This is an optimization exercise on Yosys and OpenROAD, whose aim is small area, not a production implementation. In this exercise RTL edits were held to simulation tests only and were not proved equivalent to the original. Power is estimated from default activity; no workload was simulated.

## mt_arm_core
module mt_arm_core (
    input  logic        clk,
    input  logic        rstb,
    input  logic        issue_valid,
    input  logic [1:0]  issue_tid,
    input  logic [31:0] issue_instr,
    output logic        wb_valid,
    output logic [1:0]  wb_tid,
    output logic [3:0]  wb_rd,
    output logic [31:0] wb_data
);
    logic        d_valid;
    logic [1:0]  d_tid;
    logic [3:0]  d_cond;
    logic        d_sub, d_mov, d_rw, d_sf, d_imm;
    logic [3:0]  d_rn, d_rd;
    logic [11:0] d_op2;
    logic        x_we, x_fe;
    logic [1:0]  x_tid;
    logic        x_sub;
    logic [3:0]  x_rd;
    logic [31:0] x_opb;
    logic        i_ok, i_sub, i_mov, i_rw, i_sf;
    logic [3:0]  d_flags;
    logic        d_pass;
    logic [31:0] d_rm_data;
    logic [31:0] d_b;
    logic [31:0] x_a;
    logic [31:0] x_sum;
    logic [3:0]  x_flags;
    decode_stage i_decode_stage (
        .instr (issue_instr),
        .ok    (i_ok),
        .sub   (i_sub),
        .mov   (i_mov),
        .rw    (i_rw),
        .sf    (i_sf)
    );
    always_ff @(posedge clk or negedge rstb) begin
        if (!rstb)
            d_valid <= 1'b0;
        else
            d_valid <= issue_valid && i_ok;
    end
    always_ff @(posedge clk) begin
        d_tid  <= issue_tid;
        d_cond <= issue_instr[31:28];
        d_sub  <= i_sub;
        d_mov  <= i_mov;
        d_rw   <= i_rw;
        d_sf   <= i_sf;
        d_imm  <= issue_instr[25];
        d_rn   <= issue_instr[19:16];
        d_rd   <= issue_instr[15:12];
        d_op2  <= issue_instr[11:0];
    end
    cpsr_bank i_cpsr_bank (
        .clk       (clk),
        .rstb      (rstb),
        .rd_tid    (d_tid),
        .cur_flags (d_flags),
        .wr_tid    (x_tid),
        .update    (x_fe),
        .new_flags (x_flags)
    );
    execute_stage i_cond (
        .cond  (d_cond),
        .flags (d_flags),
  ...
make LEC_CHECK=0 CAP_MARGIN=20 CELL_PAD_IN_SITES_DETAIL_PLACEMENT=0 CELL_PAD_IN_SITES_GLOBAL_PLACEMENT=1 CORE_MARGIN=2 CORE_UTILIZATION=65 CTS_BUF_LIST=sky130_fd_sc_hd__clkbuf_8 CTS_CLUSTER_DIAMETER=60 CTS_CLUSTER_SIZE=16 PLACE_DENSITY=0.75 SLEW_MARGIN=20 finish   # period 6.0 ns
run.sh (not shown) runs the stock make flow with config.mk's settings and CLKGATE_MAP_FILE= SYNTH_SCRIPT=/design/flow/synth_recipe.tcl, a recipe that flattens the netlist after the stock synthesis.
Edit:
==> flow/flow/run.sh (new file) <==
#!/bin/bash
set -euo pipefail
export CTS_ARGS="-sink_clustering_enable -repair_clock_nets -sink_clustering_size 16 -sink_clustering_max_diameter 60 -buf_list sky130_fd_sc_hd__clkbuf_8 -dont_use_dummy_load"
export BUFFER_PORTS_ARGS="-buffer_cell sky130_fd_sc_hd__buf_1"
bash standard.sh > standard_flow.log 2>&1
==> flow/standard.sh (new file) <==
#!/bin/bash
# synth_recipe.tcl (not shown) runs the flow's synth.tcl, then flattens the netlist and writes it again
# the make line also repeats each setting of config.mk as NAME=value (left out here)
make -C /OpenROAD-flow-scripts/flow DESIGN_CONFIG=/design/flow/config.mk WORK_HOME=/design/flow/orfs CLKGATE_MAP_FILE= SYNTH_SCRIPT=/design/flow/synth_recipe.tcl "${@:-finish}"
CORE_UTILIZATION = 78   (was 65)
PLACE_DENSITY = 0.86   (was 0.75)
removed: flow/run.sh
After rerunning: The changed run went through all stages and came out clean. Routed wire length is lower by a few percent. Sequential share of layout area grows by 1.6 points. Global-route usage went up by 6.4 points. Sequential power stays flat. Power went down by a few percent.

* * *

== the reference run ==
Starting RTL as in the previous note.
Settings: LEC_CHECK=0, CAP_MARGIN=20, CELL_PAD_IN_SITES_DETAIL_PLACEMENT=0, CELL_PAD_IN_SITES_GLOBAL_PLACEMENT=1, CORE_MARGIN=2, CORE_UTILIZATION=50, CTS_BUF_LIST=sky130_fd_sc_hd__clkbuf_4 sky130_fd_sc_hd__clkbuf_8, PLACE_DENSITY=0.6, SLEW_MARGIN=20; clock period 6.0 ns.
Stock flow here: none of the scripts above is used.
The reference run has completed all stages; timing, DRC and antenna checks passed.
Edits applied to the flow inputs when going from the reference run to the trial run:
==> flow/flow/run.sh (new file) <==
#!/bin/bash
set -euo pipefail
export CTS_ARGS="-sink_clustering_enable -repair_clock_nets -sink_clustering_size 16 -sink_clustering_max_diameter 60 -buf_list sky130_fd_sc_hd__clkbuf_8 -dont_use_dummy_load"
export BUFFER_PORTS_ARGS="-buffer_cell sky130_fd_sc_hd__buf_1"
bash standard.sh > standard_flow.log 2>&1
==> flow/standard.sh (new file) <==
#!/bin/bash
# synth_recipe.tcl (not shown) runs the flow's synth.tcl, then flattens the netlist and writes it again
# the make line also repeats each setting of config.mk as NAME=value (left out here)
make -C /OpenROAD-flow-scripts/flow DESIGN_CONFIG=/design/flow/config.mk WORK_HOME=/design/flow/orfs CLKGATE_MAP_FILE= SYNTH_SCRIPT=/design/flow/synth_recipe.tcl "${@:-finish}"
diff --git a/flow/config.mk b/flow/config.mk
--- a/flow/config.mk
+++ b/flow/config.mk
@@ -11,5 +11,7 @@
 export CORE_MARGIN = 2
-export CORE_UTILIZATION = 50
-export CTS_BUF_LIST = sky130_fd_sc_hd__clkbuf_4 sky130_fd_sc_hd__clkbuf_8
-export PLACE_DENSITY = 0.6
+export CORE_UTILIZATION = 65
+export CTS_BUF_LIST = sky130_fd_sc_hd__clkbuf_8
+export CTS_CLUSTER_DIAMETER = 60
+export CTS_CLUSTER_SIZE = 16
+export PLACE_DENSITY = 0.75
 export SLEW_MARGIN = 20
removed: flow/run.sh
==> summary.txt <==
Final worst-path setup slack was higher in the reference run than in the trial run. The trial run against the reference run: total number of tap cells decreased by 462 relative to the old numbers; final cell count decreased by 1010 relative to the old numbers. When the trial run is measured against the reference run, its post-placement cell count turns out 512 lower. The area enclosed by the die boundary reported for the trial run is smaller than that of the reference run by 23%. Between the trial run and the reference run, synthesis-to-finish area growth is higher for the reference run, the trial run comes in under that. The via count reported for the trial run is lower than the one for the reference run. The trial run vs the reference run — wire length dropped by more than 10%. Comparing the trial run and the reference run, the higher final instance area is on the reference run.

==> afterwards: timing with drivers on the ports <==
No port has a modelled driver above. Below, the same layouts with a new extraction and two added sets of constraints.
Step 1: set_driving_cell puts a clkbuf_16 on clk and a buf_2 on each other input, an assumption about the parent block.
Step 2 adds t to the input delays and takes it off the output delays; t is the mean of the earliest and latest rising clock arrival at the registers after step 1. Input paths then give back, and output paths get back, about the clock's delay inside the block.
Slacks: no drivers / after step 1 / after step 2; pairs: no drivers / after step 1.
| run | t (ns) | setup WS [ns] | slew at the worst register clock pin (ns) |
|---|---|---|---|
| the first run of note 1 | 1.010 | 0.150 / 0.150 / 0.150 | 0.11 / 0.11 |
| the second run of note 1 | 0.962 | 0.284 / 0.284 / 0.284 | 0.11 / 0.11 |
| the reference run | 1.142 | 0.248 / 0.248 / 0.248 | 0.08 / 0.08 |
| the trial run | 0.975 | 0.215 / 0.215 / 0.215 | 0.10 / 0.10 |
After both steps setup and hold are still met in every run listed.
